Context: an optimization exercise on an open-source flow, tuned for small area. The choices shown serve that exercise and are no tape-out recipe. Only simulation tests tie the RTL to the original design; equivalence was not proved. Power figures rest on the tool's default switching activity, not on a simulated workload.

## run A
==> flow/design.v (excerpt) <==
module spi_trx_responder #(
  parameter int unsigned DEPTH   = 256,
  parameter int unsigned SYNC_FF = 2
) (
  input  logic       i_clk,
  input  logic       i_rstb,
  input  logic       i_sclk,
  input  logic       i_ss,
  input  logic       i_mosi,
  output logic       o_miso,
  output logic       o_miso_oe,
  output logic       o_wr_stb,
  output logic [7:0] o_wr_addr,
  output logic [7:0] o_wr_data,
  output logic       o_frame_done,
  output logic       o_frame_err,
  input  logic       i_host_we,
  input  logic [7:0] i_host_addr,
  input  logic [7:0] i_host_wdata,
  output logic [7:0] o_host_rdata
);
  localparam logic [4:0]  CNT_SAT   = 5'(spi_trx_pkg::FRAME_W + 1);
  logic [1:0] rst_sync_q;
  logic       rst_n;
  always_ff @(posedge i_clk or negedge i_rstb) begin
    if (!i_rstb) rst_sync_q <= 2'b00;
    else         rst_sync_q <= {rst_sync_q[0], 1'b1};
  end
  assign rst_n = rst_sync_q[1];
  logic sclk_s, sclk_rise, sclk_fall;
  logic ss_s, ss_rise, ss_fall;
  logic mosi_s, mosi_rise, mosi_fall;
  spi_sync_edge #(.SYNC_FF(SYNC_FF), .RST_VAL(1'b0)) u_sync_sclk (
    .i_clk(i_clk), .i_rstb(rst_n), .i_d(i_sclk),
    .o_q(sclk_s), .o_rise(sclk_rise), .o_fall(sclk_fall)
  );
  spi_sync_edge #(.SYNC_FF(SYNC_FF), .RST_VAL(1'b1)) u_sync_ss (
    .i_clk(i_clk), .i_rstb(rst_n), .i_d(i_ss),
    .o_q(ss_s), .o_rise(ss_rise), .o_fall(ss_fall)
  );
  spi_sync_edge #(.SYNC_FF(SYNC_FF), .RST_VAL(1'b0)) u_sync_mosi (
    .i_clk(i_clk), .i_rstb(rst_n), .i_d(i_mosi),
    .o_q(mosi_s), .o_rise(mosi_rise), .o_fall(mosi_fall)
  );
  logic unused_sync;
  assign unused_sync = ^{sclk_s, mosi_rise, mosi_fall};
  logic        active_q, active_d;
  logic [4:0]  bit_cnt_q, bit_cnt_d;
  logic [7:0]  shreg_q, shreg_d;
  logic        cmd_rd_q, cmd_rd_d;
  logic [7:0]  addr_q, addr_d;
  logic        rd_load_q, rd_load_d;
  ...
Size in the first run: about 91000 sq um of cells after synthesis.
Settings: LEC_CHECK=0, CAP_MARGIN=20, CORE_MARGIN=2, CORE_UTILIZATION=33, PLACE_DENSITY=0.4, SLEW_MARGIN=20, SYNTH_HIERARCHICAL=1; clock period 10.0 ns.
standard.sh (not shown) runs the stock make flow with config.mk's settings and CLKGATE_MAP_FILE= SYNTH_SCRIPT=/design/flow/synth_recipe.tcl, a recipe that flattens the netlist after the stock synthesis.
==> flow/flow/run.sh <==
#!/bin/bash
# Own layout flow: the standard synthesis, then post-synthesis area recovery
# (flow/shrink.tcl: smallest drive strengths, synthesis buffers removed), then
# the standard floorplan-to-finish steps with a leaner clock tree (no dummy
# loads). Each tool's output goes to a log file of its own in this folder.
set -euo pipefail
R=orfs/results/${FLOW_PLATFORM}/spi_trx_responder/base
bash standard.sh synth > flow_synth.log 2>&1
cp "$R/1_synth.odb" "$R/1_synth.std.odb"
SHRINK_ODB="$R/1_synth.odb" openroad -no_init -exit flow/shrink.tcl > flow_shrink.log 2>&1
touch "$R/1_synth.sdc"
bash standard.sh "CTS_ARGS=-sink_clustering_enable -repair_clock_nets -dont_use_dummy_load -buf_list {sky130_fd_sc_hd__clkbuf_8} -sink_clustering_size 14 -sink_clustering_max_diameter 45" finish > flow_finish.log 2>&1
==> flow/flow/shrink.tcl <==
# Post-synthesis area recovery: every combinational cell goes to its smallest
# drive strength, and the buffers synthesis inserted are removed. Placement
# repair (repair_design / repair_timing in the standard steps) re-buffers and
# resizes where slew, capacitance or timing need it. Registers are untouched.
set odb_file $::env(SHRINK_ODB)
read_db $odb_file
read_liberty $::env(FLOW_HOME)/platforms/sky130hd/lib/sky130_fd_sc_hd__tt_025C_1v80.lib
set db [ord::get_db]
set block [ord::get_db_block]
set n 0
foreach inst [$block getInsts] {
  set m [[$inst getMaster] getName]
  if {![regexp {^sky130_fd_sc_hd__(\w+)_(\d+)$} $m -> base drv]} { continue }
  if {[regexp {^(conb|tap|fill|decap|clkdly|dly|probe|lpflow)} $base]} { continue }
  if {$drv <= 1} { continue }
  foreach d {1 0} {
    set new [$db findMaster sky130_fd_sc_hd__${base}_$d]
    if {$new != "NULL"} {
      $inst swapMaster $new
      incr n
      break
    }
  }
}
puts "shrink: downsized $n instances"
remove_buffers
write_db $odb_file
Changes in run B relative to run A:
Settings: swapping 33 for 40 in CORE_UTILIZATION; swapping 20 for 10 in CAP_MARGIN; swapping 0.4 for 0.46 in PLACE_DENSITY; putting GPL_TIMING_DRIVEN at 0 where nothing was set; swapping 20 for 10 in SLEW_MARGIN.
==> flow/flow/run.sh <==
#!/bin/bash
# Own layout flow: the standard synthesis, then post-synthesis area recovery
# (flow/shrink.tcl: smallest drive strengths, synthesis buffers removed), then
# the standard floorplan-to-finish steps with a leaner clock tree (clkbuf_8
# sinks in larger clusters, no dummy loads) and without the largest buffers
# and gates (x6 to x16 drive) for repair. Each tool's output goes to a log
# file of its own in this folder.
set -euo pipefail
R=orfs/results/${FLOW_PLATFORM}/spi_trx_responder/base
bash standard.sh synth > flow_synth.log 2>&1
cp "$R/1_synth.odb" "$R/1_synth.std.odb"
SHRINK_ODB="$R/1_synth.odb" openroad -no_init -exit flow/shrink.tcl > flow_shrink.log 2>&1
touch "$R/1_synth.sdc"
P=sky130_fd_sc_hd__
PLATFORM_DONT_USE="${P}probe_p_8 ${P}probec_p_8 ${P}lpflow_bleeder_1 ${P}lpflow_clkbufkapwr_1 ${P}lpflow_clkbufkapwr_16 ${P}lpflow_clkbufkapwr_2 ${P}lpflow_clkbufkapwr_4 ${P}lpflow_clkbufkapwr_8 ${P}lpflow_clkinvkapwr_1 ${P}lpflow_clkinvkapwr_16 ${P}lpflow_clkinvkapwr_2 ${P}lpflow_clkinvkapwr_4 ${P}lpflow_clkinvkapwr_8 ${P}lpflow_decapkapwr_12 ${P}lpflow_decapkapwr_3 ${P}lpflow_decapkapwr_4 ${P}lpflow_decapkapwr_6 ${P}lpflow_decapkapwr_8 ${P}lpflow_inputiso0n_1 ${P}lpflow_inputiso0p_1 ${P}lpflow_inputiso1n_1 ${P}lpflow_inputiso1p_1 ${P}lpflow_inputisolatch_1 ${P}lpflow_isobufsrc_1 ${P}lpflow_isobufsrc_16 ${P}lpflow_isobufsrc_2 ${P}lpflow_isobufsrc_4 ${P}lpflow_isobufsrc_8 ${P}lpflow_isobufsrckapwr_16 ${P}lpflow_lsbuf_lh_hl_isowell_tap_1 ${P}lpflow_lsbuf_lh_hl_isowell_tap_2 ${P}lpflow_lsbuf_lh_hl_isowell_tap_4 ${P}lpflow_lsbuf_lh_isowell_4 ${P}lpflow_lsbuf_lh_isowell_tap_1 ${P}lpflow_lsbuf_lh_isowell_tap_2 ${P}lpflow_lsbuf_lh_isowell_tap_4"
BIG="${P}buf_12 ${P}buf_16 ${P}buf_8 ${P}bufbuf_16 ${P}bufbuf_8 ${P}bufinv_16 ${P}bufinv_8 ${P}ebufn_8 ${P}einvn_8 ${P}einvp_8 ${P}inv_12 ${P}inv_16 ${P}inv_8 ${P}mux2_8 ${P}nand2_8 ${P}nor2_8 ${P}buf_6 ${P}inv_6"
bash standard.sh "DONT_USE_CELLS=$PLATFORM_DONT_USE $BIG" \
  "CTS_ARGS=-sink_clustering_enable -repair_clock_nets -dont_use_dummy_load -buf_list {${P}clkbuf_8} -sink_clustering_size 14 -sink_clustering_max_diameter 65" \
  "BUFFER_PORTS_ARGS=-inputs -outputs -buffer_cell ${P}buf_2" finish > flow_finish.log 2>&1
[summary]
The flow completed for run B, but it is not clean: the layout still shows capacitance limit, slew limit.
The final reports for run B and run A show cell area power density lower in the former.
Sort run B and run A by chip width asc -> top: run B
The lower overall power after layout came out of run B.
Run A → run B: clock-buffer cell count dropped 52%, final area dropped 6700 sq um.
### run B -> run C
Settings: CORE_UTILIZATION: 40 -> 34; PLACE_DENSITY: 0.46 -> 0.4.
diff --git a/flow/flow/run.sh b/flow/flow/run.sh
--- a/flow/flow/run.sh
+++ b/flow/flow/run.sh
@@ -18,2 +18,2 @@
-  "CTS_ARGS=-sink_clustering_enable -repair_clock_nets -dont_use_dummy_load -buf_list {${P}clkbuf_8} -sink_clustering_size 14 -sink_clustering_max_diameter 65" \
-  "BUFFER_PORTS_ARGS=-inputs -outputs -buffer_cell ${P}buf_2" finish > flow_finish.log 2>&1
+  "CTS_ARGS=-sink_clustering_enable -repair_clock_nets -dont_use_dummy_load -buf_list {${P}clkbuf_8} -sink_clustering_size 12 -sink_clustering_max_diameter 60" \
+  RECOVER_POWER=100 finish > flow_finish.log 2>&1
==> run notes <==
- Run B -> run C: number of buffers other than clock buffers in the final layout decreased slightly
- The layout from run C, despite a flow that completed every stage, fails the layout checks, with the failing checks listed as capacitance limit, slew limit, setup timing.
- Run C -> run B: number of sequential cells in the layout flat
- Number of max-cap violations (run C over run B): increase, 6
- Of run C and run B, the higher vias per cell belongs to run B.
- Number of input and output port buffers inserted came out exactly the same in run C and run B.
- Run C vs run B: logic gate share of total power down
- Of run C and run B, the run reporting the lower worst-case headroom to the max-slew limit was run C.
- Against run B, number of fillers in the final layout in run C rose by more than 10%.
- Looking at worst setup slack across run C and run B, the one that comes out lower is run C.
- Insertion delay of the later-clocked pin in the worst-skew pair is higher on run C
- Layout overhead on the synthesized area: run C higher than run B
### run C -> run D
Settings: PLACE_DENSITY now 0.42, was 0.4; SLEW_MARGIN now 20, was 10; CORE_UTILIZATION now 36, was 34; CAP_MARGIN now 20, was 10.
diff --git a/flow/flow/run.sh b/flow/flow/run.sh
--- a/flow/flow/run.sh
+++ b/flow/flow/run.sh
@@ -5,3 +5,3 @@
-# sinks in larger clusters, no dummy loads) and without the largest buffers
-# and gates (x6 to x16 drive) for repair. Each tool's output goes to a log
-# file of its own in this folder.
+# sinks in larger clusters, no dummy loads), without the largest buffers and
+# gates (x6 to x16 drive) for repair, and with buf_2 as the port buffer. Each
+# tool's output goes to a log file of its own in this folder.
@@ -18,2 +18,2 @@
-  "CTS_ARGS=-sink_clustering_enable -repair_clock_nets -dont_use_dummy_load -buf_list {${P}clkbuf_8} -sink_clustering_size 12 -sink_clustering_max_diameter 60" \
-  RECOVER_POWER=100 finish > flow_finish.log 2>&1
+  "CTS_ARGS=-sink_clustering_enable -repair_clock_nets -dont_use_dummy_load -buf_list {${P}clkbuf_8} -sink_clustering_size 14 -sink_clustering_max_diameter 65" \
+  "BUFFER_PORTS_ARGS=-inputs -outputs -buffer_cell ${P}buf_2" finish > flow_finish.log 2>&1
Results
Worst vdd rail ir drop (run D vs. run C) increases by more than 10%
Status for run C and run D: clean finish in run D only
Going from run C to run D, the first-pass GRT wire length was found to have gone up by 3.1 mm.
Class of the most critical setup path = flop to flop: run D; class of the most critical setup path = input pin to flop: run C
In the flow results for run C and run D, the summed area of non-filler cells in the final layout is larger on run D.
Sequential share of layout area: run D vs run C down 0.25 points
Edits applied to the flow inputs when going from run D to run E:
Settings: swapping 0.42 for 0.46 in PLACE_DENSITY; swapping 36 for 40 in CORE_UTILIZATION; clearing GPL_TIMING_DRIVEN, which used to be 0.
==> flow/flow/run.sh <==
#!/bin/bash
# Own layout flow: the standard synthesis, then post-synthesis area recovery
# (flow/shrink.tcl: smallest drive strengths, synthesis buffers removed), then
# the standard floorplan-to-finish steps with a leaner clock tree (no dummy
# loads). Each tool's output goes to a log file of its own in this folder.
set -euo pipefail
R=orfs/results/${FLOW_PLATFORM}/spi_trx_responder/base
bash standard.sh synth > flow_synth.log 2>&1
cp "$R/1_synth.odb" "$R/1_synth.std.odb"
SHRINK_ODB="$R/1_synth.odb" openroad -no_init -exit flow/shrink.tcl > flow_shrink.log 2>&1
touch "$R/1_synth.sdc"
bash standard.sh "CTS_ARGS=-sink_clustering_enable -repair_clock_nets -dont_use_dummy_load -buf_list {sky130_fd_sc_hd__clkbuf_8} -sink_clustering_size 14 -sink_clustering_max_diameter 45" finish > flow_finish.log 2>&1
==> comparison <==
- Run E went all the way through the flow, and no timing, DRC or antenna check failed.
- In summary, run D completed successfully, with a layout that passed the timing, DRC and antenna checks.
- Via count: run E vs run D up 3641
- Taking run D as the reference, in run E logic gate share of total power went down 0.8 points; wire length fell by 0.77%; number of non-filler instances in the completed layout neither gained nor lost much; core utilization increased by 6.1 points relative to the old numbers; count of clock-buffer cells in the layout now larger.
- In the metrics for run D and run E, the one carrying the higher clock share of power is run E.
- Between run E and run D, it is run E whose final clock period utilization by the worst path is lower, by 12 points.
- Looking at routed length on met1, run E sits 5.0% lower than run D does.

[afterwards: timing with drivers on the ports]
Ports are ideal in the flow. The routed layouts listed here were re-timed in OpenROAD.
Step 1, drivers: a clkbuf_16 drives i_clk and a buf_2 each remaining input, both assumed.
Step 2 times the ports against the registers' clock, not the clock port: input delays grow and output delays shrink by t, the midpoint of the rising clock arrivals with the driver on.
Slacks: no drivers / after step 1 / after step 2; pairs: no drivers / after step 1.
run	t (ns)	setup slack, ns	worst setup path after step 2	clock arrival spread, ns
run A	1.194	1.544 / 1.544 / 0.570	input to register	0.125 / 0.125
run B	1.099	0.366 / 0.366 / 0.010	input to register	0.077 / 0.077
run C	1.190	-0.123 / -0.053 / -1.243	input to register	0.088 / 0.088
run D	1.092	0.380 / 0.380 / -0.424	input to register	0.084 / 0.084
run E	1.181	1.566 / 1.566 / 0.691	input to register	0.098 / 0.098
With both steps, setup timing fails in run D, where it was met with ideal ports. The setup slack of run C, which loses most, moves by +0.070 ns with the drivers and by -1.120 ns with both steps.
